This design comes from an exercise in tuning for small area on the open sky130 flow, not from production work. The RTL was checked by simulation tests, not by an equivalence proof against the original design. Power and IR drop assume default switching activity.

## flow/config.mk

```make
export PLATFORM = sky130hd
export DESIGN_NAME = next_pc_predictor
export DESIGN_NICKNAME = next_pc_predictor
export VERILOG_FILES = /design/flow/design.v
export SDC_FILE = /design/flow/constraint.sdc
export NUM_CORES = 8
export LEC_CHECK = 0
export CAP_MARGIN = 10
export CORE_MARGIN = 2
export CORE_UTILIZATION = 45
export CTS_BUF_LIST = sky130_fd_sc_hd__clkbuf_16
export CTS_CLUSTER_DIAMETER = 100
export CTS_CLUSTER_SIZE = 25
export SETUP_SLACK_MARGIN = 0.1
export SLEW_MARGIN = 10
export SYNTH_HIERARCHICAL = 1
```

## flow/constraint.sdc

```tcl
create_clock -name core_clock -period 10.0 [get_ports {clk}]
set_input_delay 2.0000 -clock core_clock [delete_from_list [all_inputs] [get_ports {clk}]]
set_output_delay 2.0000 -clock core_clock [all_outputs]
set_load 0.01 [all_outputs]
```

## flow/design.v

```verilog
`default_nettype none
package pc_pkg;
    typedef enum logic [2:0] {
        F3_BEQ  = 3'b000,
        F3_BNE  = 3'b001,
        F3_BLT  = 3'b100,
        F3_BGE  = 3'b101,
        F3_BLTU = 3'b110,
        F3_BGEU = 3'b111
    } funct3_e;
    typedef logic [1:0] cnt_t;
    localparam cnt_t CNT_RESET = 2'b01;    
    localparam cnt_t CNT_MAX   = 2'b11;    
    localparam cnt_t CNT_MIN   = 2'b00;    
    function automatic cnt_t cnt_step(input cnt_t cnt, input logic taken);
        if (taken) begin
            cnt_step = (cnt == CNT_MAX) ? CNT_MAX : cnt + 2'b01;
        end else begin
            cnt_step = (cnt == CNT_MIN) ? CNT_MIN : cnt - 2'b01;
        end
    endfunction
endpackage
`default_nettype wire
`default_nettype none
module bht_btb
#(
    parameter int XLEN  = 32,
    parameter int IDX_W = 6,
    parameter int TAG_W = 8
) (
    input  logic             clk,
    input  logic             rst,
    input  logic [IDX_W-1:0] rd_idx,
    input  logic [TAG_W-1:0] rd_tag_cmp,
    output logic             rd_hit,
    output logic [XLEN-1:0]  rd_tgt,
    input  logic             upd_en,
    input  logic             upd_branch,
    input  logic             upd_jump,
    input  logic             upd_taken,
    input  logic [IDX_W-1:0] upd_idx,
    input  logic [TAG_W-1:0] upd_tag,
    input  logic [XLEN-1:0]  upd_tgt
);
    localparam int ENTRIES = 1 << IDX_W;
    localparam int DW      = TAG_W + XLEN;    
    localparam int RW      = DW + 1;          
    logic r_pol;
    always_ff @(posedge clk or posedge rst) begin
        if (rst) r_pol <= 1'b0;
        else     r_pol <= ~r_pol;
    end
    logic [ENTRIES-1:0] w_upd_oh;
    logic [ENTRIES-1:0] w_rd_oh;
    assign w_upd_oh = ENTRIES'(1) << upd_idx;
    assign w_rd_oh  = ENTRIES'(1) << rd_idx;
    logic w_cnt_en;
    logic w_dat_en;
    assign w_cnt_en = upd_en & (upd_branch | upd_jump);
    assign w_dat_en = upd_en & upd_taken;
    logic [1:0] w_cu_raw;
    logic       w_cu1;
    logic       w_cu0;
    logic       w_cn1;
    logic       w_cn0;
    assign w_cu1 = w_cu_raw[1] ^ r_pol;
    assign w_cu0 = ~(w_cu_raw[0] ^ r_pol);
    always_comb begin
        if (upd_jump) begin
            w_cn1 = 1'b1;
            w_cn0 = 1'b1;
        end else if (upd_taken) begin
            w_cn1 = w_cu1 | w_cu0;
            w_cn0 = w_cu1 | ~w_cu0;
        end else begin
            w_cn1 = w_cu1 & w_cu0;
            w_cn0 = w_cu1 & ~w_cu0;
        end
    end
    logic [1:0]    w_cw;
    logic [DW-1:0] w_dw;
    assign w_cw = {w_cn1, ~w_cn0} ^ {2{r_pol}};
    assign w_dw = {upd_tag, upd_tgt} ^ {DW{r_pol}};
    logic [1:0]    w_c_arr [ENTRIES];
    logic [DW-1:0] w_d_arr [ENTRIES];
    for (genvar i = 0; i < ENTRIES; i++) begin : g_entry
        logic [1:0]    r_cnt;     
        logic [DW-1:0] r_data;    
        logic [1:0]    w_cnt_nx;
        logic [DW-1:0] w_data_nx;
        logic          w_cwe;
        logic          w_ckeep;
        logic          w_dwe;
        logic          w_dkeep;
        assign w_cwe   = w_cnt_en & w_upd_oh[i];
        assign w_ckeep = ~w_cwe;
        assign w_dwe   = w_dat_en & w_upd_oh[i];
        assign w_dkeep = ~w_dwe;
        for (genvar b = 0; b < 2; b++) begin : g_cbit
            npc_o22ai u_sel (.a1(r_cnt[b]), .a2(w_cwe), .b1(w_cw[b]), .b2(w_ckeep), .y(w_cnt_nx[b]));
        end
        for (genvar b = 0; b < DW; b++) begin : g_dbit
            npc_o22ai u_sel (.a1(r_data[b]), .a2(w_dwe), .b1(w_dw[b]), .b2(w_dkeep), .y(w_data_nx[b]));
        end
        always_ff @(posedge clk or posedge rst) begin
            if (rst) r_cnt <= 2'b00;
            else     r_cnt <= w_cnt_nx;
        end
        always_ff @(posedge clk) begin
            r_data <= w_data_nx;
        end
        assign w_c_arr[i] = r_cnt;
        assign w_d_arr[i] = r_data;
    end
    logic [RW-1:0] w_rd_raw;
    logic [RW-1:0] w_rd;
    for (genvar b = 0; b < RW; b++) begin : g_rbit
        logic [ENTRIES-1:0] w_col;
        for (genvar i = 0; i < ENTRIES; i++) begin : g_col
            if (b < DW) begin : g_d
                assign w_col[i] = w_d_arr[i][b];
            end else begin : g_c
                assign w_col[i] = w_c_arr[i][1];
            end
        end
        npc_rdmux64 u_mux (.sel(w_rd_oh), .d(w_col), .y(w_rd_raw[b]));
    end
    for (genvar b = 0; b < 2; b++) begin : g_ubit
        logic [ENTRIES-1:0] w_col;
        for (genvar i = 0; i < ENTRIES; i++) begin : g_col
            assign w_col[i] = w_c_arr[i][b];
        end
        npc_rdmux64 u_mux (.sel(w_upd_oh), .d(w_col), .y(w_cu_raw[b]));
    end
    assign w_rd   = w_rd_raw ^ {RW{r_pol}};
    assign rd_hit = w_rd[DW] & (w_rd[XLEN +: TAG_W] == rd_tag_cmp);
    assign rd_tgt = w_rd[XLEN-1:0];
endmodule
module npc_rdmux64 (
    input  logic [63:0] sel,
    input  logic [63:0] d,
    output logic        y
);
    logic [21:0] w_g;     
    logic [5:0]  w_h;     
    logic [2:0]  w_k;     
    for (genvar k = 0; k < 21; k++) begin : g_a
        npc_a222oi u_g (.a1(sel[3*k]),   .a2(d[3*k]),
                        .b1(sel[3*k+1]), .b2(d[3*k+1]),
                        .c1(sel[3*k+2]), .c2(d[3*k+2]), .y(w_g[k]));
    end
    npc_nand2 u_g21 (.a(sel[63]), .b(d[63]), .y(w_g[21]));
    for (genvar k = 0; k < 5; k++) begin : g_b
        npc_nand4 u_h (.a(w_g[4*k]), .b(w_g[4*k+1]), .c(w_g[4*k+2]), .d(w_g[4*k+3]), .y(w_h[k]));
    end
    npc_nand2 u_h5 (.a(w_g[20]), .b(w_g[21]), .y(w_h[5]));
    for (genvar k = 0; k < 3; k++) begin : g_c
        npc_nor2 u_k (.a(w_h[2*k]), .b(w_h[2*k+1]), .y(w_k[k]));
    end
    npc_nand3 u_y (.a(w_k[0]), .b(w_k[1]), .c(w_k[2]), .y(y));
endmodule
module npc_o22ai (
    input  logic a1, a2, b1, b2,
    output logic y
);
    assign y = ~((a1 | a2) & (b1 | b2));
endmodule
module npc_a222oi (
    input  logic a1, a2, b1, b2, c1, c2,
    output logic y
);
    assign y = ~((a1 & a2) | (b1 & b2) | (c1 & c2));
endmodule
module npc_nand2 (
    input  logic a, b,
    output logic y
);
    assign y = ~(a & b);
endmodule
module npc_nand4 (
    input  logic a, b, c, d,
    output logic y
);
    assign y = ~(a & b & c & d);
endmodule
module npc_nand3 (
    input  logic a, b, c,
    output logic y
);
    assign y = ~(a & b & c);
endmodule
module npc_nor2 (
    input  logic a, b,
    output logic y
);
    assign y = ~(a | b);
endmodule
`default_nettype wire
`default_nettype none
module next_pc_predictor
#(
    parameter int              XLEN        = 32,
    parameter logic [XLEN-1:0] RESET_PC    = '0,
    parameter int              BHT_ENTRIES = 64,
    parameter int              TAG_W       = 8
) (
    input  logic            clk,
    input  logic            rst,
    input  logic            stall,
    output logic [XLEN-1:0] pc,
    output logic            pred_taken,
    output logic [XLEN-1:0] pred_target,
    input  logic            ex_valid,
    input  logic [XLEN-1:0] ex_pc,
    input  logic            ex_branch,
    input  logic            ex_jump,
    input  logic            ex_jalr,
    input  logic [2:0]      ex_funct3,
    input  logic            zero,
    input  logic            less,
    input  logic            less_unsigned,
    input  logic [XLEN-1:0] ex_branch_target,
    input  logic [XLEN-1:0] ex_jalr_target,
    input  logic            ex_pred_taken,
    input  logic [XLEN-1:0] ex_pred_target,
    input  logic            is_ecall,
    input  logic            is_mret,
    input  logic [XLEN-1:0] mtvec,
    input  logic [XLEN-1:0] mepc,
    output logic            flush,
    output logic [31:0]     mispredict_cnt
);
    localparam int IDX_W = $clog2(BHT_ENTRIES);
    logic [XLEN-1:0]  r_pc;
    logic [31:0]      r_mispredict_cnt;
    logic             w_rd_hit;
    logic [XLEN-1:0]  w_rd_tgt;
    logic             w_cond;
    logic             w_act_taken;
    logic [XLEN-1:0]  w_act_tgt;
    logic             w_mispredict;
    logic [XLEN-1:0]  w_pc_next;
    logic             w_upd_en;
    logic             w_unused_jalr_lsb;
    assign w_unused_jalr_lsb = ex_jalr_target[0];
    assign w_upd_en = ex_valid & ~is_ecall & ~is_mret;
    bht_btb #(
        .XLEN  (XLEN),
        .IDX_W (IDX_W),
        .TAG_W (TAG_W)
    ) u_bht_btb (
        .clk        (clk),
        .rst        (rst),
        .rd_idx     (r_pc[IDX_W+1:2]),
        .rd_tag_cmp (r_pc[IDX_W+2 +: TAG_W]),
        .rd_hit     (w_rd_hit),
        .rd_tgt     (w_rd_tgt),
        .upd_en     (w_upd_en),
        .upd_branch (ex_branch),
        .upd_jump   (ex_jump),
        .upd_taken  (w_act_taken),
        .upd_idx    (ex_pc[IDX_W+1:2]),
        .upd_tag    (ex_pc[IDX_W+2 +: TAG_W]),
        .upd_tgt    (w_act_tgt)
    );
    assign pred_taken  = w_rd_hit;
    assign pred_target = pred_taken ? w_rd_tgt : r_pc + XLEN'(4);
    always_comb begin
        w_cond = 1'b0;
        case (ex_funct3)
            pc_pkg::F3_BEQ:  w_cond = zero;
            pc_pkg::F3_BNE:  w_cond = ~zero;
            pc_pkg::F3_BLT:  w_cond = less;
            pc_pkg::F3_BGE:  w_cond = ~less;
            pc_pkg::F3_BLTU: w_cond = less_unsigned;
            pc_pkg::F3_BGEU: w_cond = ~less_unsigned;
            default: w_cond = 1'b0;
        endcase
    end
    assign w_act_taken = ex_jump | (ex_branch & w_cond);
    assign w_act_tgt   = (ex_jump & ex_jalr) ? {ex_jalr_target[XLEN-1:1], 1'b0}
                                             : ex_branch_target;
    assign w_mispredict = ex_valid & (ex_branch | ex_jump) &
                          ((w_act_taken != ex_pred_taken) |
                           (w_act_taken & (w_act_tgt != ex_pred_target)));
    assign flush = is_ecall | is_mret | w_mispredict;
    always_comb begin
        w_pc_next = pred_target;
        if (is_ecall) begin
            w_pc_next = mtvec;
        end else if (is_mret) begin
            w_pc_next = mepc;
        end else if (w_mispredict) begin
            w_pc_next = w_act_taken ? w_act_tgt : ex_pc + XLEN'(4);
        end else if (stall) begin
            w_pc_next = r_pc;
        end
    end
    always_ff @(posedge clk or posedge rst) begin
        if (rst) begin
            r_pc             <= RESET_PC;
            r_mispredict_cnt <= '0;
        end else begin
            r_pc <= w_pc_next;
            if (w_mispredict) begin
                r_mispredict_cnt <= r_mispredict_cnt + 32'd1;
            end
        end
    end
    assign pc             = r_pc;
    assign mispredict_cnt = r_mispredict_cnt;
endmodule
`default_nettype wire
```

## flow/run.sh

```bash
#!/bin/bash
# synth_recipe.tcl (not shown) runs the flow's synth.tcl, then flattens the netlist and writes it again
# the make line also repeats each setting of config.mk as NAME=value (left out here)
make -C /OpenROAD-flow-scripts/flow DESIGN_CONFIG=/design/flow/config.mk WORK_HOME=/design/flow/orfs CLKGATE_MAP_FILE= SYNTH_SCRIPT=/design/flow/synth_recipe.tcl finish
```

==> summary.txt, run 1 <==
Worst R2R Setup Slack ~3.0 ns; Max-slew headroom 0.0466; minimum clock period ~9.7 ns; Hold Path Sink u_bht_btb.g_entry[52].r_data[14]; deepest level of the CTS H-tree 4; area leader, netlist dfxtp_1; syn nets 8492; final instance area 106000 µm²; fraction of layout instances using a drive strength above 1 0.0736; R2R depth 18; count of nets left with antenna violations after detail routing 0; sw frac 0.262; Num CTS Buffers 130; first-pass GRT wire length 604 mm; fmax slightly above 100 MHz; Psw 5.22 mW; FF-to-FF End r_pc[12]; CTS tree done; first-pass iteration count of the detailed router 11; Max stage delay cell, worst path nor2_1; asr flop ratio synth 0.0701; worst-margin pin slew around 1.4 ns; DRC 0; predominant post-synthesis flop cell dfxtp_1; Largest stage delay, worst path around 0.71 ns; largest net degree at the start of global routing 69; sequential-to-total area share from yosys stat 0.608; clock skew 0.0452 ns; Final nets 9069; setup_tns 0 ns; most used cell, CP a222oi_1; total stage count of the critical path 15; Hold Buf Count CTS 0; PortBufs about 300; Via Count roughly 88000; GRT Overall Usage 0.392; row cnt 166; WHS Path Cells 1; Avg Cell Area, Syn 11.1 µm²; cell family with most CP delay simple AND/OR/NAND/NOR gates; Critical Path Fanout Max 62; Final Slew Violations 0; Horiz. Die Dim 457 µm; count of cell types in the netlist 76; core area ~200000 µm²; Syn Std Cell Area 92200 µm²; Post-CTS Setup Bufs 0; Iteration-0 DRC Markers 17871; initial antenna violation count 27; Inst Count DP 11414; Max clock buf depth 3; Synth area leaders dfxtp_1 (56%), o22ai_1 (18%), a222oi_1 (9.9%), dfrtp_1 (5.2%), nand2_1 (1.8%); Flop pwr share 0.599; Area growth, synth to finish 14.5%; # fillers between 15000 and 20000; startpoint type of the worst setup path register; reg-to-reg startpoint r_pc[2]; Cell Area, Placed 102000 µm²; Crit Path Category register to output port; status finished clean; Worst-Skew Late Latency a little under 0.9 ns; vias per cell 7.59; Worst Path Arrival 7.67 ns; synth cell count leaders o22ai_1 (2697), dfxtp_1 (2560), a222oi_1 (910); routed len/inst 37.1 µm; most frequent cell after synthesis o22ai_1; vias in the first global route 82038; Die Height 457 µm; hold_ws ~0.45 ns; DP HPWL 265 mm; DIE AREA 209000 µm²; clock share of power 0.307; Syn Inst Count about 8300; Reg clk slew, reported paths 0.11 ns; Initial Utilization 0.452; CP endpoint kind output port; Max rail drop VDD 0.192 mV; Pwr per Cell Area around 190 nW/µm²; hold violation count in the final report 0; Hold Path Class register to register; logic gate share of total power 0.094; worst path buffer plus inverter count 3; Resize count post-CTS 0; clk root buf clkbuf_16; RePlAce Congestion between 0.9 and 1; final cell count without fillers 11599; clock net sink count 2753; Post-synth EDFFs 0; total congestion overflow 0; period utilization 0.967; max_cap viols 0; post-synthesis register bit count ~2800; endpoints failing setup 0; Yosys top cell area share 0.556; P_int approximately 15 mW; Synth Warn # 10; final WL 431 mm; CP required around 8 ns; Cell Chain, Critical Path nand2b_1 -> buf_4 -> or2_2 -> nor2_4 -> a222oi_1 -> nand4_1 -> nor2_1 -> nand3_1 -> xor2_1 -> or4_1 -> a222oi_1 -> buf_12 -> nand2_1 -> o21ai_1 -> clkdlybuf4s50_1; RSZ-0062 raised after global routing false; hold wc startpoint u_bht_btb.g_entry[52].r_data[14]; LEAKAGE 37.4 nW; I/O Pins roughly 300
==> registers in the layout (all words and copies together), names as in the netlist <==
| signal | count |
|---|---|
| u_bht_btb.g_entry.r_cnt | 128 |
| r_pc | 32 |
| r_mispredict_cnt | 32 |
| u_bht_btb.r_pol | 1 |
| u_bht_btb.g_entry.r_data | 2560 |
==> power groups by stage <==
stage | registers (mW) | logic (mW) | clock network (mW)
4_1_cts | 11.9 | 1.80 | 6.14
6_report | 11.9 | 1.88 | 6.10
2_1_floorplan | 12.0 | 0.887 | 0
5_1_grt | 12.0 | 1.92 | 6.51
3_5_place_dp | 12.1 | 1.79 | 0
3_3_place_gp | 12.1 | 1.75 | 0
==> per-module statistics from Yosys, one instance, submodules excluded, excerpt <==
module,flops+latches,cells inside,cell area [µm²]
npc_nand2,0,1,3.75
npc_nand3,0,1,5.00
npc_nand4,0,1,6.26
npc_o22ai,0,1,6.26
npc_a222oi,0,1,10.0
next_pc_predictor,64,854,6420
npc_nor2,0,1,3.75
==> metrics by stage <==
stage	setup slack, ns	total power [mW]	utilization
after CTS	0.587	19.8	0.517
final	0.330	19.9	0.517
after detailed placement	1.52	13.9	0.499
after global routing	0.254	20.4	0.517
after floorplan	2.54	12.9	-
after global placement	1.55	13.9	0.499
==> layout by cell type (no fill, tap or decap), drive strengths merged, types with 134 or more instances in the layout <==
cell type / count
clkdlybuf4s50: 303
nand2: 436
dfrtp: 193
buf: 240
a222oi: 910
o22ai: 2697
inv: 145
nor2: 385
clkbuf: 134
dfxtp: 2560
nand4: 243
==> final cells by class <==
class                   instances  area [µm²]  area share
diodes                         10        25.0    0.000237
flip-flops and latches       2753       56100       0.531
multi-input cells            5315       37100       0.352
inverters                     115         438     0.00415
clock buffers                 134        3350      0.0318
well taps                    2688        3360      0.0318
repair buffers                543        4860      0.0460
clock inverters                41         339     0.00321
==> metal layers <==
metal  global-route usage  share of wire  vias to the layer above
li1                     -              -                    36324
met1                0.504           0.37                    44256
met2                0.543           0.41                     6208
met3                0.153           0.14                     1226
met4                0.259          0.077                       28
met5                    0        0.00043                        -
==> cells by family after synthesis <==
| kind of cell | after synthesis | share of synthesized area |
|---|---|---|
| DFF | 2753 | 0.608 |
| adders and majority gates | 3 | 0.000407 |
| muxes | 14 | 0.00163 |
| xor gates and xnor gates | 197 | 0.0187 |
| and+or+nand+nor | 1268 | 0.0628 |
| AOI/OAI and AO/OA | 3833 | 0.299 |
| buffers and inverters | 213 | 0.00958 |
==> how the worst max path moves through the flow <==
stage / startpoint / end / slack, ns
floorplan: r_pc[2] / pred_target[30] / 2.54
global placement: r_pc[3] / pred_target[19] / 1.55
detailed placement: r_pc[3] / pred_target[17] / 1.52
CTS: r_pc[3] / pred_target[17] / 0.59
global route: r_pc[2] / pred_target[17] / 0.25
finish: r_pc[2] / pred_target[17] / 0.33
==> inputs of run 2 (changes only) <==
--- a/flow/design.v
+++ b/flow/design.v
@@ -197,6 +197,26 @@
 endmodule
 `default_nettype wire
 `default_nettype none
+module npc_a22o (
+    input  logic a1, a2, b1, b2,
+    output logic y
+);
+    assign y = (a1 & a2) | (b1 & b2);
+endmodule
+module npc_xor2 (
+    input  logic a, b,
+    output logic y
+);
+    assign y = a ^ b;
+endmodule
+module npc_xnor2 (
+    input  logic a, b,
+    output logic y
+);
+    assign y = ~(a ^ b);
+endmodule
+`default_nettype wire
+`default_nettype none
 module next_pc_predictor
 #(
     parameter int              XLEN        = 32,
@@ -237,10 +257,15 @@
     logic [XLEN-1:0]  w_rd_tgt;
     logic             w_cond;
     logic             w_act_taken;
+    logic             w_jalr_sel;
     logic [XLEN-1:0]  w_act_tgt;
+    logic [XLEN-1:0]  w_tgt_diff;
     logic             w_mispredict;
     logic [XLEN-1:0]  w_pc_next;
     logic             w_upd_en;
+    logic [XLEN-1:0]  w_pc_plus4;
+    logic [XLEN-1:0]  w_ex_pc_plus4;
+    logic [31:0]      w_cnt_next;
     logic             w_unused_jalr_lsb;
     assign w_unused_jalr_lsb = ex_jalr_target[0];
     assign w_upd_en = ex_valid & ~is_ecall & ~is_mret;
@@ -263,8 +288,25 @@
         .upd_tag    (ex_pc[IDX_W+2 +: TAG_W]),
         .upd_tgt    (w_act_tgt)
     );
-    assign pred_taken  = w_rd_hit;
-    assign pred_target = pred_taken ? w_rd_tgt : r_pc + XLEN'(4);
+    logic [XLEN:2] w_pc_c;
+    logic [XLEN:2] w_ex_c;
+    assign w_pc_c[2] = 1'b1;
+    assign w_ex_c[2] = 1'b1;
+    for (genvar i = 2; i < XLEN; i++) begin : g_inc
+        assign w_pc_plus4[i]    = r_pc[i] ^ w_pc_c[i];
+        assign w_pc_c[i+1]      = r_pc[i] & w_pc_c[i];
+        assign w_ex_pc_plus4[i] = ex_pc[i] ^ w_ex_c[i];
+        assign w_ex_c[i+1]      = ex_pc[i] & w_ex_c[i];
+    end
+    assign w_pc_plus4[1:0]    = r_pc[1:0];
+    assign w_ex_pc_plus4[1:0] = ex_pc[1:0];
+    logic w_pred_taken_n;
+    assign pred_taken     = w_rd_hit;
+    assign w_pred_taken_n = ~w_rd_hit;
+    for (genvar i = 0; i < XLEN; i++) begin : g_ptgt
+        npc_a22o u_m (.a1(pred_taken), .a2(w_rd_tgt[i]), .b1(w_pred_taken_n), .b2(w_pc_plus4[i]),
+                      .y(pred_target[i]));
+    end
     always_comb begin
         w_cond = 1'b0;
         case (ex_funct3)
@@ -278,33 +320,59 @@
         endcase
     end
     assign w_act_taken = ex_jump | (ex_branch & w_cond);
-    assign w_act_tgt   = (ex_jump & ex_jalr) ? {ex_jalr_target[XLEN-1:1], 1'b0}
-                                             : ex_branch_target;
+    assign w_jalr_sel  = ex_jump & ex_jalr;
+    logic w_jalr_sel_n;
+    assign w_jalr_sel_n = ~w_jalr_sel;
+    assign w_act_tgt[0] = w_jalr_sel_n & ex_branch_target[0];
+    for (genvar i = 1; i < XLEN; i++) begin : g_act
+        npc_a22o u_m (.a1(w_jalr_sel), .a2(ex_jalr_target[i]), .b1(w_jalr_sel_n), .b2(ex_branch_target[i]),
+                      .y(w_act_tgt[i]));
+    end
+    for (genvar i = 0; i < XLEN; i++) begin : g_diff
+        npc_xor2 u_x (.a(w_act_tgt[i]), .b(ex_pred_target[i]), .y(w_tgt_diff[i]));
+    end
     assign w_mispredict = ex_valid & (ex_branch | ex_jump) &
                           ((w_act_taken != ex_pred_taken) |
-                           (w_act_taken & (w_act_tgt != ex_pred_target)));
+                           (w_act_taken & (|w_tgt_diff)));
     assign flush = is_ecall | is_mret | w_mispredict;
-    always_comb begin
-        w_pc_next = pred_target;
-        if (is_ecall) begin
-            w_pc_next = mtvec;
-        end else if (is_mret) begin
-            w_pc_next = mepc;
-        end else if (w_mispredict) begin
-            w_pc_next = w_act_taken ? w_act_tgt : ex_pc + XLEN'(4);
-        end else if (stall) begin
-            w_pc_next = r_pc;
-        end
+    logic w_sel_mtvec;
+    logic w_sel_mepc;
+    logic w_sel_act;
+    logic w_sel_seq;
+    logic w_sel_hold;
+    logic w_sel_pred;
+    assign w_sel_mtvec = is_ecall;
+    assign w_sel_mepc  = ~is_ecall & is_mret;
+    assign w_sel_act   = ~is_ecall & ~is_mret & w_mispredict & w_act_taken;
+    assign w_sel_seq   = ~is_ecall & ~is_mret & w_mispredict & ~w_act_taken;
+    assign w_sel_hold  = ~flush & stall;
+    assign w_sel_pred  = ~flush & ~stall;
+    for (genvar i = 0; i < XLEN; i++) begin : g_next
+        logic w_g0;
+        logic w_g1;
+        npc_a222oi u_g0 (.a1(w_sel_mtvec), .a2(mtvec[i]),
+                         .b1(w_sel_mepc),  .b2(mepc[i]),
+                         .c1(w_sel_act),   .c2(w_act_tgt[i]), .y(w_g0));
+        npc_a222oi u_g1 (.a1(w_sel_seq),   .a2(w_ex_pc_plus4[i]),
+                         .b1(w_sel_hold),  .b2(r_pc[i]),
+                         .c1(w_sel_pred),  .c2(pred_target[i]), .y(w_g1));
+        npc_nand2 u_y (.a(w_g0), .b(w_g1), .y(w_pc_next[i]));
+    end
+    logic [32:0] w_cnt_ones;
+    assign w_cnt_ones[0] = 1'b1;
+    for (genvar i = 0; i < 32; i++) begin : g_cnt
+        logic w_flip_n;
+        assign w_cnt_ones[i+1] = r_mispredict_cnt[i] & w_cnt_ones[i];
+        npc_nand2 u_f (.a(w_mispredict), .b(w_cnt_ones[i]), .y(w_flip_n));
+        npc_xnor2 u_x (.a(r_mispredict_cnt[i]), .b(w_flip_n), .y(w_cnt_next[i]));
     end
     always_ff @(posedge clk or posedge rst) begin
         if (rst) begin
             r_pc             <= RESET_PC;
             r_mispredict_cnt <= '0;
         end else begin
-            r_pc <= w_pc_next;
-            if (w_mispredict) begin
-                r_mispredict_cnt <= r_mispredict_cnt + 32'd1;
-            end
+            r_pc             <= w_pc_next;
+            r_mispredict_cnt <= w_cnt_next;
         end
     end
     assign pc             = r_pc;
==> flow/flow/run.sh (new file) <==
#!/bin/bash
# Own layout flow: the standard layout (standard.sh, all ORFS steps),
# except that the buffers ORFS puts on the ports use the smallest buffer
# cell instead of the one buffer_ports picks by default.
# make's full output goes to standard.log; ORFS keeps each step's log
# under orfs/logs/.
set -euo pipefail
export BUFFER_PORTS_ARGS="-buffer_cell sky130_fd_sc_hd__buf_1"
bash standard.sh > standard.log 2>&1
==> flow/standard.sh (new file) <==
#!/bin/bash
# synth_recipe.tcl (not shown) runs the flow's synth.tcl, then flattens the netlist and writes it again
# the make line also repeats each setting of config.mk as NAME=value (left out here)
make -C /OpenROAD-flow-scripts/flow DESIGN_CONFIG=/design/flow/config.mk WORK_HOME=/design/flow/orfs CLKGATE_MAP_FILE= SYNTH_SCRIPT=/design/flow/synth_recipe.tcl "${@:-finish}"
removed: flow/run.sh
==> run 2 against run 1 <==
Clock skew increased by 0.024 ns; flip-flop and latch count unchanged; clock power fell by 4.3%; non-clock buffer count decreased by 34; via count shrank 3.3%; critical path depth rose by 16; sequential power about the same; wire length fell by 5.1%; final cell count is 3.5% lower; still clean; combinational power shrank 16%; global-route usage decreased by 1.4 points; first-iteration DRC count is 0.90% lower.
==> summary.txt, run 2 <==
LEAKAGE 36.1 nW (-3.5%); count of nets left with antenna violations after detail routing 0 (unchanged); DIE AREA 205000 µm² (-1.7%); Pwr per Cell Area 189 nW/µm² (+0.20%); total congestion overflow 0 (unchanged); deepest level of the CTS H-tree 3 (-1); I/O Pins 306 (unchanged); Top Registers u_bht_btb.g_entry.r_data: 2560 flops, u_bht_btb.g_entry.r_cnt: 128 flops; Worst-Skew Late Latency 0.88 ns (about the same); vias in the first global route 78977 (-3.7%); CP required 8.00 ns (about the same); cell family with most CP delay adder cells; period utilization 0.961 (-0.00576); fraction of layout instances using a drive strength above 1 0.0770 (+0.00343); most common cell after layout, fill and taps aside o22ai_1; final WL 409 mm (-5.1%); Die Height 453 µm (-0.86%); minimum clock period 9.61 ns (-0.0576 ns); vias per cell 7.60 (+0.17%); Critical Path Fanout Max 11 (-82%); final cell count without fillers 11193 (-3.5%); GRT Overall Usage 0.379 (-0.0136); DRC 0 (unchanged); Via Count 85101 (-3.3%); hold violation count in the final report 0 (unchanged); most frequent cell after synthesis o22ai_1; Synth Warn # 10 (unchanged); Post-synth EDFFs 0 (unchanged); endpoints failing setup 0 (unchanged); Largest stage delay, worst path 0.51 ns (-0.20 ns); clk root buf clkbuf_16; synth cell count leaders o22ai_1 (2691), dfxtp_1 (2560), a222oi_1 (968); max_cap viols 0 (unchanged); worst path buffer plus inverter count 1 (-2); fmax 104 MHz (+0.60%); worst-margin pin slew 1.35 ns (-0.0846 ns); Crit Path Category register to output port; Num CTS Buffers 121 (-6.9%); first-pass GRT wire length 575 mm (-4.9%); startpoint type of the worst setup path register; clock skew 0.0691 ns (+0.0239 ns); Worst R2R Setup Slack 2.94 ns (-0.08 ns); Hold Buf Count CTS 0 (unchanged); sequential-to-total area share from yosys stat 0.619 (+0.0107); most used cell, CP ha_1; Yosys top cell area share 0.566 (+0.00981); Horiz. Die Dim 453 µm (-0.86%); clock net sink count 2753 (unchanged); initial antenna violation count 44 (+63%); Avg Cell Area, Syn 11.5 µm² (+3.2%); RSZ-0062 raised after global routing false; predominant post-synthesis flop cell dfxtp_1; Final Slew Violations 0 (unchanged); Iteration-0 DRC Markers 17710 (-0.90%); Reg clk slew, reported paths 0.11 ns (about the same); largest register by flop count u_bht_btb.g_entry.r_data; RePlAce Congestion 1.05 (+7.2%); Initial Utilization 0.453 (+0.00173); post-synthesis register bit count 2753 (unchanged); Post-CTS Setup Bufs 0 (unchanged); largest net degree at the start of global routing 71 (+2.9%); count of cell types in the netlist 47 (-38%); Hold Path Class register to register; routed len/inst 36.5 µm (-1.7%); syn nets 8152 (-4.0%); Max stage delay cell, worst path dfrtp_2; Max rail drop VDD 0.159 mV (-18%); Final nets 8734 (-3.7%); CTS tree done; max FFs per register 2560 (unchanged); area leader, netlist dfxtp_1; Area growth, synth to finish 12.4%; Max-slew headroom 0.0999 (+0.0532); Synth area leaders dfxtp_1 (57%), o22ai_1 (19%), a222oi_1 (11%), dfrtp_1 (5.3%), nand4_1 (1.5%); DP HPWL 241 mm (-9.0%); setup_tns 0 ns (unchanged); Syn Std Cell Area 90600 µm² (-1.7%); Resize count post-CTS 0 (unchanged); CP endpoint kind output port; Syn Inst Count 7888 (-4.7%); most frequent cells in the layout o22ai_1 (2691), dfxtp_1 (2560), a222oi_1 (968), nand2_1 (303), buf_1 (303); Worst Path Arrival 7.61 ns (-0.06 ns); Max clock buf depth 3 (unchanged); row cnt 164 (-1.2%); core area 200000 µm² (-2.1%); first-pass iteration count of the detailed router 10 (-1); Inst Count DP 11003 (-3.6%); asr flop ratio synth 0.0701 (unchanged); PortBufs 304 (unchanged); status finished clean
==> run 2: cell count changes after synthesis, moves of 23 or more <==
| cell | change |
|---|---|
| inv_1 | -90 |
| nand2_1 | -71 |
| o21ai_0 | -69 |
| a22o_1 | +60 |
| a222oi_1 | +58 |
| inv_2 | +58 |
| ha_1 | +53 |
| nand3_1 | -42 |
| nor2_1 | -38 |
| xnor2_1 | -37 |
| a21oi_1 | -23 |
==> run 2: cells by family (layout without fill, tap and decap cells) <==
| logic type | Yosys count | in the layout | synth area share |
|---|---|---|---|
| adder cells (fa/ha/maj) | 56 | 56 | 0.00773 |
| XOR/XNOR | 143 | 143 | 0.0138 |
| other | 1 | 33 | 0.0000414 |
| AND/OR/NAND/NOR | 1061 | 1061 | 0.0531 |
| multiplexers | 1 | 1 | 0.000110 |
| buffers and inverters | 131 | 748 | 0.00576 |
| flip-flops | 2753 | 2753 | 0.619 |
| AO/OA/AOI/OAI | 3742 | 3742 | 0.301 |
==> run 2: cell type report <==
cell class / instances / area (µm²)
Antenna cell: 32 / 80.1
Clock inverter: 33 / 280
Clock buffer: 125 / 3130
Fill cell: 17814 / 98000
Multi-Input combinational cell: 5004 / 36000
Tap cell: 2656 / 3320
Inverter: 81 / 310
Timing Repair Buffer: 509 / 2680
Sequential cell: 2753 / 56100
==> run 2: modules after synthesis, one instance, submodules excluded, excerpt <==
module,flops+latches,copies in the design,cells inside,area [µm²]
npc_a22o,0,63,1,8.76
next_pc_predictor,64,1,212,2870
npc_nand2,0,150,1,3.75
npc_nand4,0,215,1,6.26
npc_nor2,0,129,1,3.75
npc_xnor2,0,32,1,8.76
npc_a222oi,0,967,1,10.0
npc_nand3,0,43,1,5.00
npc_xor2,0,32,1,8.76
npc_o22ai,0,2688,1,6.26
==> run 2: metrics by stage <==
stage | hold slack [ns] | cell area [µm²] | total power, mW | worst slack [ns] | utilization
floorplan | 0.421 | 90600 | 12.8 | 0.681 | -
global placement | 0.428 | 98400 | 13.5 | 1.05 | 0.492
detailed placement | 0.436 | 98400 | 13.5 | 1.07 | 0.492
CTS | 0.449 | 102000 | 19.2 | 0.384 | 0.509
global route | 0.456 | 102000 | 19.7 | 0.134 | 0.509
finish | 0.448 | 102000 | 19.2 | 0.388 | 0.510
==> run 2: where the power goes <==
group	leakage (nW)	switching (mW)	total (mW)	internal, mW
Clock	1.75	3.54	5.84	2.29
Sequential	26.0	0.317	11.8	11.5
Combinational	8.40	1.11	1.58	0.467
Total	36.1	4.97	19.2	14.3
==> run 2: worst paths after layout <==
path,depth (start not counted),to,from
max,31,pred_target[31],r_pc[2]
min,1,u_bht_btb.g_entry[29].r_data[17],u_bht_btb.g_entry[29].r_data[17]
max reg2reg,32,r_pc[31],r_pc[2]
min reg2reg,1,u_bht_btb.g_entry[29].r_data[17],u_bht_btb.g_entry[29].r_data[17]
max in group asynchronous,3,u_bht_btb.g_entry[49].r_cnt[1],rst
min in group asynchronous,2,r_pc[3],rst
==> run 2: routing by layer <==
metal | GRT usage | up-vias | routed length, µm
met5 | 0.00583 | - | 283
met4 | 0.232 | 22 | 28300
met3 | 0.146 | 960 | 57300
met2 | 0.528 | 6076 | 168000
met1 | 0.491 | 42817 | 154000
li1 | - | 35226 | -
==> inputs of run 3 (changes only) <==
--- a/flow/config.mk
+++ b/flow/config.mk
@@ -5,12 +5,12 @@
 export SDC_FILE = /design/flow/constraint.sdc
 export NUM_CORES = 8
 export LEC_CHECK = 0
-export CAP_MARGIN = 10
+export CAP_MARGIN = 20
 export CORE_MARGIN = 2
 export CORE_UTILIZATION = 45
 export CTS_BUF_LIST = sky130_fd_sc_hd__clkbuf_16
 export CTS_CLUSTER_DIAMETER = 100
 export CTS_CLUSTER_SIZE = 25
 export SETUP_SLACK_MARGIN = 0.1
-export SLEW_MARGIN = 10
+export SLEW_MARGIN = 20
 export SYNTH_HIERARCHICAL = 1
==> run 3 against run 2 <==
Final cell count rose by 0.30%; setup slack got worse by 0.091 ns; maximum frequency fell by 0.94%; combinational power barely moved; sequential power barely moved; via count rose by 0.29%; register-to-register slack got worse by 0.10 ns; critical path depth did not move; clock power rose by 4.3%; critical path type unchanged; highest routed layer unchanged.
==> summary.txt, run 3 <==
Via Count 85349 (+0.29%); pre-CTS WS 1.05 ns (-0.0283 ns); final WL 408 mm (about the same); asr flop ratio synth 0.0701 (unchanged); fmax 103 MHz (-0.94%); Yosys top cell area share 0.566 (unchanged); count of nets left with antenna violations after detail routing 0 (unchanged); Most Crowded Layer GR met2; Horiz. Die Dim 453 µm (unchanged); Max-slew headroom 0.172 (+0.0724); endpoints failing setup 0 (unchanged); Top Registers u_bht_btb.g_entry.r_data: 2560 flops, u_bht_btb.g_entry.r_cnt: 128 flops; largest register by flop count u_bht_btb.g_entry.r_data; Final Slew Violations 0 (unchanged); Post-CTS Setup Bufs 0 (unchanged); met2 Use GR 0.527 (-0.00131); reg-to-reg startpoint r_pc[3]; R2R depth 32 (unchanged); startpoint type of the worst setup path register; most frequent cell after synthesis o22ai_1; clock skew 0.0577 ns (-0.0115 ns); Area growth, synth to finish 13.2%; hold violation count in the final report 0 (unchanged); vias per cell 7.60 (about the same); routed len/inst 36.4 µm (-0.36%); CP endpoint kind output port; most common cell after layout, fill and taps aside o22ai_1; max FFs per register 2560 (unchanged); Reg clk slew, reported paths 0.12 ns (about the same); largest net degree at the start of global routing 71 (unchanged); final core utilization 0.513 (+0.00378); status finished clean; Max clock buf depth 3 (unchanged); Crit Path Category register to output port; Die Height 453 µm (unchanged); count of cell types in the netlist 47 (unchanged); CTS tree done; most used cell, CP ha_1; LEAKAGE 36.6 nW (+1.3%); Synth area leaders dfxtp_1 (57%), o22ai_1 (19%), a222oi_1 (11%), dfrtp_1 (5.3%), nand4_1 (1.5%); clock net sink count 2753 (unchanged); predominant post-synthesis flop cell dfxtp_1; met3 Use GR 0.136 (-0.0102); first-pass GRT wire length 574 mm (-0.10%); most frequent cells in the layout o22ai_1 (2691), dfxtp_1 (2560), a222oi_1 (968), nand2_1 (303), buf_1 (303); fraction of layout instances using a drive strength above 1 0.0810 (+0.00402); DIE AREA 205000 µm² (unchanged); DP HPWL 243 mm (+0.71%); total congestion overflow 0 (unchanged); I/O Pins 306 (unchanged); post-synthesis register bit count 2753 (unchanged); Iteration-0 DRC Markers 18113 (+2.3%); row cnt 164 (unchanged); CP Launch Point r_pc[3]; setup_tns 0 ns (unchanged); Pwr per Cell Area 190 nW/µm² (+0.62%); Hold Buf Count CTS 0 (unchanged); vias in the first global route 78882 (-0.12%); clk root buf clkbuf_16; DRC 0 (unchanged); syn nets 8152 (unchanged); max_cap viols 0 (unchanged); Hold Path Class register to register; Post-synth EDFFs 0 (unchanged); final setup margin 0.297 ns (-0.0909 ns); first-pass iteration count of the detailed router 10 (unchanged); Initial Utilization 0.453 (unchanged); CP required 8.00 ns (about the same); Worst Path Arrival 7.70 ns (+0.09 ns); area leader, netlist dfxtp_1; Critical Path Fanout Max 10 (-1); Syn Inst Count 7888 (unchanged); RSZ-0062 raised after global routing false; Avg Cell Area, Syn 11.5 µm² (unchanged); PortBufs 304 (unchanged); RePlAce Congestion 1.05 (unchanged); GRT Overall Usage 0.379 (about the same); core area 200000 µm² (unchanged); FF-to-FF End r_pc[31]; deepest level of the CTS H-tree 4 (+1); Syn Std Cell Area 90600 µm² (unchanged); Max rail drop VDD 0.191 mV (+21%); Critical Path Sink pred_target[31]; met1 GRT Util 0.499 (+0.00866); sequential-to-total area share from yosys stat 0.619 (unchanged); Num CTS Buffers 130 (+7.4%); Final nets 8762 (+0.32%); Max stage delay cell, worst path dfrtp_1; Worst-Skew Late Latency 0.87 ns (about the same); period utilization 0.970 (+0.00909); minimum clock period 9.70 ns (+0.0909 ns); worst-margin pin slew 1.24 ns (-0.108 ns); Synth Warn # 10 (unchanged); synth cell count leaders o22ai_1 (2691), dfxtp_1 (2560), a222oi_1 (968); Largest stage delay, worst path 0.52 ns (about the same); Worst R2R Setup Slack 2.84 ns (-0.10 ns); initial antenna violation count 37 (-16%)
==> run 3: cell counts after synthesis <==
Identical to the previous run, type by type.
==> run 3: layout make-up <==
type	count	area, µm²
repair buffers	528	3120
diodes	31	77.6
clock inverters	38	279
flip-flops and latches	2753	56100
well taps	2656	3320
fillers	17759	97300
clock buffers	136	3400
inverters	81	310
multi-input cells	5004	36000
==> run 3: routing by layer <==
layer	vias up	share of wire
li1	35297	-
met1	43162	0.38
met2	5932	0.41
met3	946	0.14
met4	12	0.068
met5	-	0.00018
==> run 3: modules after synthesis (local to each module, per instance), excerpt <==
module / times used / flip-flops and latches
npc_nand3: 43 / 0
npc_o22ai: 2688 / 0
next_pc_predictor: 1 / 64
npc_xnor2: 32 / 0
npc_nor2: 129 / 0
npc_xor2: 32 / 0
npc_a222oi: 967 / 0
npc_a22o: 63 / 0
npc_nand4: 215 / 0
npc_nand2: 150 / 0
==> run 3: worst min path at each step <==
stage                                          start                                to  slack, ns  cells after the start
floorplan             u_bht_btb.g_entry[0].r_data[0]    u_bht_btb.g_entry[0].r_data[0]       0.42                      1
global placement     u_bht_btb.g_entry[15].r_data[5]   u_bht_btb.g_entry[15].r_data[5]       0.43                      1
detailed placement  u_bht_btb.g_entry[24].r_data[28]  u_bht_btb.g_entry[24].r_data[28]       0.44                      1
CTS                 u_bht_btb.g_entry[42].r_data[34]  u_bht_btb.g_entry[42].r_data[34]       0.45                      1
global route        u_bht_btb.g_entry[47].r_data[29]  u_bht_btb.g_entry[47].r_data[29]       0.46                      1
finish              u_bht_btb.g_entry[22].r_data[15]  u_bht_btb.g_entry[22].r_data[15]       0.45                      1
==> run 3: power breakdown <==
| part | switching [mW] | internal [mW] | total, mW |
|---|---|---|---|
| Sequential | 0.317 | 11.5 | 11.8 |
| Clock | 3.60 | 2.50 | 6.09 |
| Combinational | 1.11 | 0.471 | 1.58 |
| Total | 5.02 | 14.5 | 19.5 |
==> run 3: per-stage QoR <==
| step | area [µm²] | power (mW) | instances | hold WS [ns] |
|---|---|---|---|---|
| floorplan | 90600 | 12.8 | 7888 | 0.421 |
| global placement | 98400 | 13.5 | 11003 | 0.428 |
| detailed placement | 98600 | 13.5 | 11013 | 0.436 |
| CTS | 102000 | 19.4 | 11187 | 0.449 |
| global route | 103000 | 20.0 | 11217 | 0.457 |
| finish | 103000 | 19.5 | 11227 | 0.447 |
==> run 3: critical path: cells and delay by family, from the launching register on <==
kind | cells | cell delay, ns
compound gates | 1 | 0.20
fa+ha+maj | 28 | 5.81
flops | 1 | 0.52
xor+xnor | 1 | 0.16
buf+inv | 1 | 0.13
==> run 3: timing repair <==
item	4_1_cts	5_1_grt
endpoints found under the setup margin	0	1
resized for setup	0	1
hold endpoints to repair	0	0
==> run 3: cell families after synthesis <==
family                     after synthesis  share of synthesized area
adders and majority gates               56                    0.00773
other                                    1                  0.0000414
muxes                                    1                   0.000110
xor gates and xnor gates               143                     0.0138
and+or+nand+nor                       1061                     0.0531
AOI/OAI and AO/OA                     3742                      0.301
buffers and inverters                  131                    0.00576
DFF                                   2753                      0.619
==> inputs of run 4 (changes only) <==
--- a/flow/design.v
+++ b/flow/design.v
@@ -58,6 +58,18 @@
     logic w_dat_en;
     assign w_cnt_en = upd_en & (upd_branch | upd_jump);
     assign w_dat_en = upd_en & upd_taken;
+    logic [7:0] w_hi;
+    logic [7:0] w_hi_n;
+    logic [7:0] w_lo_c;
+    logic [7:0] w_lo_c_n;
+    logic [7:0] w_lo_d;
+    logic [7:0] w_lo_d_n;
+    assign w_hi     = 8'(1) << upd_idx[5:3];
+    assign w_hi_n   = ~w_hi;
+    assign w_lo_c   = {8{w_cnt_en}} & (8'(1) << upd_idx[2:0]);
+    assign w_lo_c_n = ~w_lo_c;
+    assign w_lo_d   = {8{w_dat_en}} & (8'(1) << upd_idx[2:0]);
+    assign w_lo_d_n = ~w_lo_d;
     logic [1:0] w_cu_raw;
     logic       w_cu1;
     logic       w_cu0;
@@ -80,7 +92,11 @@
     logic [1:0]    w_cw;
     logic [DW-1:0] w_dw;
     assign w_cw = {w_cn1, ~w_cn0} ^ {2{r_pol}};
-    assign w_dw = {upd_tag, upd_tgt} ^ {DW{r_pol}};
+    for (genvar b = 0; b < DW; b++) begin : g_dw
+        logic w_dw_n;
+        npc_xnor2 u_x (.a(b < XLEN ? upd_tgt[b % XLEN] : upd_tag[(b - XLEN) % TAG_W]), .b(r_pol), .y(w_dw_n));
+        npc_inv   u_i (.a(w_dw_n), .y(w_dw[b]));
+    end
     logic [1:0]    w_c_arr [ENTRIES];
     logic [DW-1:0] w_d_arr [ENTRIES];
     for (genvar i = 0; i < ENTRIES; i++) begin : g_entry
@@ -92,10 +108,10 @@
         logic          w_ckeep;
         logic          w_dwe;
         logic          w_dkeep;
-        assign w_cwe   = w_cnt_en & w_upd_oh[i];
-        assign w_ckeep = ~w_cwe;
-        assign w_dwe   = w_dat_en & w_upd_oh[i];
-        assign w_dkeep = ~w_dwe;
+        npc_nor2  u_cwe   (.a(w_hi_n[i/8]), .b(w_lo_c_n[i%8]), .y(w_cwe));
+        npc_nand2 u_ckeep (.a(w_hi[i/8]),   .b(w_lo_c[i%8]),   .y(w_ckeep));
+        npc_nor2  u_dwe   (.a(w_hi_n[i/8]), .b(w_lo_d_n[i%8]), .y(w_dwe));
+        npc_nand2 u_dkeep (.a(w_hi[i/8]),   .b(w_lo_d[i%8]),   .y(w_dkeep));
         for (genvar b = 0; b < 2; b++) begin : g_cbit
             npc_o22ai u_sel (.a1(r_cnt[b]), .a2(w_cwe), .b1(w_cw[b]), .b2(w_ckeep), .y(w_cnt_nx[b]));
         end
@@ -203,6 +219,12 @@
 );
     assign y = (a1 & a2) | (b1 & b2);
 endmodule
+module npc_inv (
+    input  logic a,
+    output logic y
+);
+    assign y = ~a;
+endmodule
 module npc_xor2 (
     input  logic a, b,
     output logic y
--- a/flow/config.mk
+++ b/flow/config.mk
@@ -5,12 +5,12 @@
 export SDC_FILE = /design/flow/constraint.sdc
 export NUM_CORES = 8
 export LEC_CHECK = 0
-export CAP_MARGIN = 20
+export CAP_MARGIN = 10
 export CORE_MARGIN = 2
 export CORE_UTILIZATION = 45
 export CTS_BUF_LIST = sky130_fd_sc_hd__clkbuf_16
 export CTS_CLUSTER_DIAMETER = 100
 export CTS_CLUSTER_SIZE = 25
 export SETUP_SLACK_MARGIN = 0.1
-export SLEW_MARGIN = 20
+export SLEW_MARGIN = 10
 export SYNTH_HIERARCHICAL = 1
==> run 4 against run 3 <==
Setup slack gained 0.21 ns; sequential share of layout area grew 0.81 points; utilization shrank 0.75 points; first-iteration DRC count shrank 1.9%; critical endpoint is now pred_target[25]; clock-buffer cell count shrank 15.
==> summary.txt, run 4 <==
status finished clean; Num CTS Buffers 121 (-6.9%); worst-margin pin slew 1.41 ns (+0.175 ns); final core utilization 0.506 (-0.00751); row cnt 164 (unchanged); Max rail drop VDD 0.165 mV (-14%); Inst Count DP 11011 (-0.018%); Area growth, synth to finish 11.6%; largest net degree at the start of global routing 67 (-5.6%); minimum clock period 9.50 ns (-0.208 ns); Max-slew headroom 0.0586 (-0.114); Post-CTS Setup Bufs 0 (unchanged); Final Slew Violations 0 (unchanged); DRC 0 (unchanged); Die Height 453 µm (about the same); RePlAce Congestion 0.990 (-5.7%); Critical Path Fanout Max 26 (+16); final WL 417 mm (+2.2%); post-synthesis register bit count 2753 (unchanged); first-pass iteration count of the detailed router 14 (+4); startpoint type of the worst setup path register; endpoints failing setup 0 (unchanged); vias in the first global route 79430 (+0.69%); Syn Inst Count 7861 (-0.34%); Horiz. Die Dim 453 µm (about the same); first-pass GRT wire length 583 mm (+1.5%); asr flop ratio synth 0.0701 (unchanged); reg-to-reg startpoint r_pc[2]; Synth Warn # 10 (unchanged); Max clock buf depth 3 (unchanged); clk root buf clkbuf_16; count of cell types in the netlist 52 (+11%); period utilization 0.950 (-0.0208); DIE AREA 205000 µm² (about the same); Cell Area, Placed 97700 µm² (-0.91%); predominant post-synthesis flop cell dfxtp_1; Hold Path Class register to register; most common cell after layout, fill and taps aside o22ai_1; deepest level of the CTS H-tree 3 (-1); Worst Path Arrival 7.50 ns (-0.20 ns); most frequent cells in the layout o22ai_1 (2688), dfxtp_1 (2560), a222oi_1 (967), buf_1 (303), nor2_1 (275); Final nets 8742 (-0.23%); Yosys top cell area share 0.565 (about the same); Initial Utilization 0.453 (about the same); Pwr per Cell Area 190 nW/µm² (-0.21%); Syn Std Cell Area 90600 µm² (about the same); LEAKAGE 35.9 nW (-1.9%); Hold Path Sink u_bht_btb.g_entry[11].r_data[4]; fraction of layout instances using a drive strength above 1 0.0733 (-0.00770); DP HPWL 242 mm (-0.64%); syn nets 8125 (-0.33%); Worst-Skew Late Latency 0.87 ns (about the same); count of nets left with antenna violations after detail routing 0 (unchanged); vias per cell 7.68 (+1.0%); Top Registers u_bht_btb.g_entry.r_data: 2560 flops, u_bht_btb.g_entry.r_cnt: 128 flops; PortBufs 304 (unchanged); CP required 8.00 ns (about the same); clock skew 0.0522 ns (-0.00553 ns); most frequent cell after synthesis o22ai_1; routed len/inst 37.3 µm (+2.6%); largest register by flop count u_bht_btb.g_entry.r_data; Synth area leaders dfxtp_1 (57%), o22ai_1 (19%), a222oi_1 (11%), dfrtp_1 (5.3%), nor2_1 (1.6%); Resize count post-CTS 0 (unchanged); hold wc startpoint u_bht_btb.g_entry[11].r_data[4]; Iteration-0 DRC Markers 17777 (-1.9%); Reg clk slew, reported paths 0.11 ns (about the same); Overall Power 19.2 mW (-1.7%); WHS Path Cells 1 (unchanged); total congestion overflow 0 (unchanged); sequential-to-total area share from yosys stat 0.619 (about the same); FF-to-FF End r_pc[31]; GRT Overall Usage 0.386 (+0.00708); Avg Cell Area, Syn 11.5 µm² (+0.36%); R2R depth 32 (unchanged); hold violation count in the final report 0 (unchanged); final cell count without fillers 11181 (-0.41%); Via Count 85854 (+0.59%); max_cap viols 0 (unchanged); CP endpoint kind output port; Worst R2R Setup Slack 3.14 ns (+0.30 ns); initial antenna violation count 27 (-27%); RSZ-0062 raised after global routing false; area leader, netlist dfxtp_1; final instance area 101000 µm² (-1.5%); I/O Pins 306 (unchanged); core area 200000 µm² (unchanged); Hold Buf Count CTS 0 (unchanged); Crit Path Category register to output port; max FFs per register 2560 (unchanged); fmax 105 MHz (+2.2%); setup_tns 0 ns (unchanged); clock net sink count 2753 (unchanged); synth cell count leaders o22ai_1 (2688), dfxtp_1 (2560), a222oi_1 (967); CTS tree done; # fillers 17969 (+1.2%); Post-synth EDFFs 0 (unchanged)
## run 4: per-stage QoR
| stage | hold slack, ns | worst slack (ns) |
|---|---|---|
| 2_1_floorplan | 0.421 | 0.156 |
| 3_3_place_gp | 0.428 | 1.62 |
| 3_5_place_dp | 0.436 | 1.65 |
| 4_1_cts | 0.450 | 0.678 |
| 5_1_grt | 0.456 | 0.356 |
| 6_report | 0.447 | 0.504 |
## run 4: area by class of cell
cell class / count / area [µm²] / share of cell area
inverters: 83 / 314 / 0.00311
clock buffers: 121 / 3030 / 0.0299
well taps: 2656 / 3320 / 0.0329
flip-flops and latches: 2753 / 56100 / 0.555
clock inverters: 34 / 310 / 0.00307
repair buffers: 526 / 2810 / 0.0278
diodes: 15 / 37.5 / 0.000371
multi-input cells: 4993 / 35200 / 0.348
## run 4: worst max-delay path by stage
stage                  from         endpoint  depth (start not counted)
floorplan           r_pc[2]   pred_target[0]                         14
global placement    r_pc[2]  pred_target[31]                         31
detailed placement  r_pc[2]  pred_target[31]                         31
CTS                 r_pc[2]  pred_target[31]                         31
global route        r_pc[2]  pred_target[31]                         31
finish              r_pc[2]  pred_target[25]                         15
## run 4: metal layers
metal | GRT usage | up-vias | part of all wire
li1 | - | 35228 | -
met1 | 0.506 | 43313 | 0.38
met2 | 0.536 | 6262 | 0.41
met3 | 0.141 | 1041 | 0.14
met4 | 0.238 | 10 | 0.070
met5 | 0.00490 | - | 0.00042
## run 4: report_power, final
group	switching [mW]	internal, mW	leakage, nW
Sequential	0.325	11.5	26.0
Clock	3.56	2.21	1.70
Combinational	1.10	0.464	8.24
Total	4.99	14.2	35.9
## run 4: cell families after synthesis
family / after synthesis / share of synthesized area
simple gates: 1053 / 0.0541
other cells: 1 / 0.0000414
mux: 1 / 0.000110
xor+xnor: 147 / 0.0142
flops: 2753 / 0.619
compound gates: 3735 / 0.300
buf+inv: 115 / 0.00527
fa+ha+maj: 56 / 0.00773
## run 4: worst max-delay path: stages (launching register included)
cell      delay (ns)
dfrtp_1         0.54
or2_1           0.69
nand2b_1        0.65
nor2_4          0.34
a222oi_1        0.55
nand4_1         0.41
nor2_1          0.84
nand3_1         0.29
o21ai_0         0.23
or4_1           0.12
o21ai_1         0.07
a21boi_4        0.17
inv_1           0.47
buf_4           0.40
a22o_1          0.50
buf_1           0.27
## run 4: Yosys stat by module (local to each module, per instance), excerpt
module	area (µm²)	cells	copies in the design	flip-flops and latches
next_pc_predictor	2910	218	1	64
npc_a222oi	10.0	1	967	0
npc_a22o	8.76	1	63	0
npc_inv	3.75	1	40	0
npc_nand2	3.75	1	278	0
npc_nand3	5.00	1	43	0
npc_nand4	6.26	1	215	0
npc_nor2	3.75	1	257	0
npc_xnor2	8.76	1	72	0
==> inputs of run 5 (changes only) <==
--- a/flow/config.mk
+++ b/flow/config.mk
@@ -7,7 +7,7 @@
 export LEC_CHECK = 0
 export CAP_MARGIN = 10
 export CORE_MARGIN = 2
-export CORE_UTILIZATION = 45
+export CORE_UTILIZATION = 55
 export CTS_BUF_LIST = sky130_fd_sc_hd__clkbuf_16
 export CTS_CLUSTER_DIAMETER = 100
 export CTS_CLUSTER_SIZE = 25
==> run 5 against run 4 <==
Setup slack gained 0.092 ns; critical path type unchanged; cell area shrank 0.62%; synthesized cell count unchanged; die area shrank 18%; flip-flop and latch count is the same.
==> summary.txt, run 5 <==
area leader, netlist dfxtp_1; Horiz. Die Dim 410 µm (-9.5%); Post-synth EDFFs 0 (unchanged); fraction of layout instances using a drive strength above 1 0.0745 (+0.00120); CP required 8.00 ns (about the same); I/O Pins 306 (unchanged); max_cap viols 0 (unchanged); syn nets 8125 (unchanged); final instance area 100000 µm² (-0.62%); Largest stage delay, worst path 0.60 ns (-0.24 ns); reg-to-reg startpoint r_pc[3]; Syn Inst Count 7861 (unchanged); Avg Cell Area, Syn 11.5 µm² (unchanged); Inst Count DP 10546 (-4.2%); Final nets 8757 (+0.17%); first-pass iteration count of the detailed router 13 (-1); synth cell count leaders o22ai_1 (2688), dfxtp_1 (2560), a222oi_1 (967); Max-slew headroom 0.0979 (+0.0394); Crit Path Category register to output port; clk root buf clkbuf_16; vias per cell 8.00 (+4.2%); PortBufs 304 (unchanged); # fillers 13472 (-25%); status finished clean; final core utilization 0.616 (+0.110); CP endpoint kind output port; Area growth, synth to finish 10.9%; Final Slew Violations 0 (unchanged); final setup margin 0.597 ns (+0.0924 ns); Top Registers u_bht_btb.g_entry.r_data: 2560 flops, u_bht_btb.g_entry.r_cnt: 128 flops; R2R depth 32 (unchanged); initial antenna violation count 4 (-85%); hold wc startpoint u_bht_btb.g_entry[0].r_data[9]; sequential-to-total area share from yosys stat 0.619 (unchanged); Syn Std Cell Area 90600 µm² (unchanged); RePlAce Congestion 1.07 (+7.9%); count of nets left with antenna violations after detail routing 0 (unchanged); Critical Path Fanout Max 8 (-69%); first-pass GRT wire length 558 mm (-4.2%); Hold Buf Count CTS 0 (unchanged); FF-to-FF End r_pc[31]; Via Count 85610 (-0.28%); DRC 0 (unchanged); CTS tree done; worst-margin pin slew 1.35 ns (-0.0590 ns); Max rail drop VDD 0.176 mV (+6.9%); period utilization 0.940 (-0.00924); Reg clk slew, reported paths 0.10 ns (about the same); setup_tns 0 ns (unchanged); Pwr per Cell Area 188 nW/µm² (-0.62%); Num CTS Buffers 120 (-0.83%); Worst R2R Setup Slack 3.05 ns (-0.09 ns); endpoints failing setup 0 (unchanged); largest register by flop count u_bht_btb.g_entry.r_data; most frequent cells in the layout o22ai_1 (2688), dfxtp_1 (2560), a222oi_1 (967), buf_1 (303), nor2_1 (275); Hold Path Class register to register; core area 163000 µm² (-18%); pre-CTS WS 1.52 ns (-0.128 ns); clock skew 0.0414 ns (-0.0108 ns); DP HPWL 224 mm (-7.2%); hold_ws 0.446 ns (-0.00106 ns); Resize count post-CTS 0 (unchanged); Max stage delay cell, worst path dfrtp_1; minimum clock period 9.40 ns (-0.0924 ns); vias in the first global route 81055 (+2.0%); Synth area leaders dfxtp_1 (57%), o22ai_1 (19%), a222oi_1 (11%), dfrtp_1 (5.3%), nor2_1 (1.6%); Max clock buf depth 3 (unchanged); most common cell after layout, fill and taps aside o22ai_1; max FFs per register 2560 (unchanged); Yosys top cell area share 0.565 (unchanged); deepest level of the CTS H-tree 3 (unchanged); most used cell, CP ha_1; Worst-Skew Late Latency 0.83 ns (-0.04 ns); Worst Path Arrival 7.40 ns (-0.10 ns); Iteration-0 DRC Markers 17274 (-2.8%); DIE AREA 168000 µm² (-18%); hold violation count in the final report 0 (unchanged); Overall Power 18.9 mW (-1.2%); final WL 394 mm (-5.7%); RSZ-0062 raised after global routing false; fmax 106 MHz (+0.98%); WHS Path Cells 1 (unchanged); GRT Overall Usage 0.445 (+0.0598); post-synthesis register bit count 2753 (unchanged); routed len/inst 36.8 µm (-1.4%); most frequent cell after synthesis o22ai_1; startpoint type of the worst setup path register; count of cell types in the netlist 52 (unchanged); Post-CTS Setup Bufs 0 (unchanged); largest net degree at the start of global routing 73 (+9.0%); row cnt 148 (-9.8%); Initial Utilization 0.556 (+0.102); clock net sink count 2753 (unchanged); Hold Path Sink u_bht_btb.g_entry[0].r_data[9]; predominant post-synthesis flop cell dfxtp_1; total congestion overflow 0 (unchanged); Cell Area, Placed 97200 µm² (-0.49%); LEAKAGE 35.9 nW (about the same); Die Height 410 µm (-9.5%); asr flop ratio synth 0.0701 (unchanged); final cell count without fillers 10701 (-4.3%); Synth Warn # 10 (unchanged)
-- run 5: cell counts after synthesis --
Identical to the previous run, type by type.
-- run 5: worst max-delay path by stage --
stage	start	slack (ns)	cells after the start	endpoint
floorplan	r_pc[2]	0.16	14	pred_target[0]
global placement	r_pc[3]	1.52	31	pred_target[31]
detailed placement	ex_pc[2]	1.52	32	r_pc[31]
CTS	r_pc[3]	0.64	31	pred_target[31]
global route	r_pc[3]	0.36	31	pred_target[31]
finish	r_pc[3]	0.60	31	pred_target[31]
-- run 5: power by group --
group          internal (mW)  switching, mW  leakage [nW]  total, mW
Combinational          0.466           1.02          8.31       1.49
Clock                   2.19           3.44          1.66       5.63
Sequential              11.5          0.314          26.0       11.8
-- run 5: modules after synthesis (local to each module, per instance), a selection --
module | area (µm²) | flops+latches
npc_o22ai | 6.26 | 0
npc_nor2 | 3.75 | 0
npc_nand3 | 5.00 | 0
npc_inv | 3.75 | 0
next_pc_predictor | 2910 | 64
npc_a22o | 8.76 | 0
npc_xnor2 | 8.76 | 0
npc_nand2 | 3.75 | 0
npc_xor2 | 8.76 | 0
npc_nand4 | 6.26 | 0
-- run 5: cells by family after synthesis --
family | Yosys count | synth area share
adders and majority gates | 56 | 0.00773
buffers and inverters | 115 | 0.00527
xor gates and xnor gates | 147 | 0.0142
muxes | 1 | 0.000110
other | 1 | 0.0000414
and+or+nand+nor | 1053 | 0.0541
DFF | 2753 | 0.619
AOI/OAI and AO/OA | 3735 | 0.300
-- run 5: layout make-up --
class / count / area, µm² / area share
Inverter: 83 / 315 / 0.00314
Antenna cell: 5 / 12.5 / 0.000125
Tap cell: 2175 / 2720 / 0.0271
Clock buffer: 121 / 3030 / 0.0301
Timing Repair Buffer: 542 / 2930 / 0.0292
Sequential cell: 2753 / 56100 / 0.558
Multi-Input combinational cell: 4993 / 35200 / 0.350
Clock inverter: 29 / 188 / 0.00187
-- run 5: metal layers --
| metal | GRT usage | vias to the layer above | routed length, µm | part of all wire |
|---|---|---|---|---|
| met1 | 0.568 | 42853 | 145000 | 0.37 |
| li1 | - | 35229 | - | - |
| met2 | 0.647 | 6462 | 165000 | 0.42 |
| met3 | 0.161 | 1060 | 57700 | 0.15 |
| met4 | 0.264 | 6 | 26600 | 0.068 |
| met5 | 0 | - | 36 | 0.000091 |
-- run 5: critical path, delay by kind of cell (launching register included) --
| kind | cells | cell delay, ns |
|---|---|---|
| xor gates and xnor gates | 1 | 0.17 |
| DFF | 1 | 0.60 |
| AOI/OAI and AO/OA | 1 | 0.19 |
| adders and majority gates | 28 | 5.44 |
| buffers and inverters | 1 | 0.17 |

-- static timing again, ports no longer ideal --
Ports are ideal in the flow. The routed layouts listed here were re-timed in OpenROAD. Step 1 (the two cells are an assumption about what drives the block):
set clk [get_ports {clk}]
set_driving_cell -lib_cell sky130_fd_sc_hd__clkbuf_16 $clk
set_driving_cell -lib_cell sky130_fd_sc_hd__buf_2 [delete_from_list [all_inputs] $clk]
Step 2 also shifts input and output timing later by t, the mid clock arrival at the registers, as if the neighbouring blocks saw the same clock. Three values: ideal, step 1, step 2; two values: the first two.
run	shift t [ns]	slack for setup (ns)	clock arrival spread, ns
run 1	0.946	0.330 / 0.231 / 1.177	0.048 / 0.048
run 2	0.951	0.388 / 0.284 / 0.954	0.072 / 0.072
run 3	0.945	0.297 / 0.194 / 0.951	0.059 / 0.058
run 4	0.955	0.504 / 0.400 / 1.355	0.076 / 0.077
run 5	0.904	0.597 / 0.502 / 1.358	0.047 / 0.046
After both steps setup and hold are still met in every run listed.
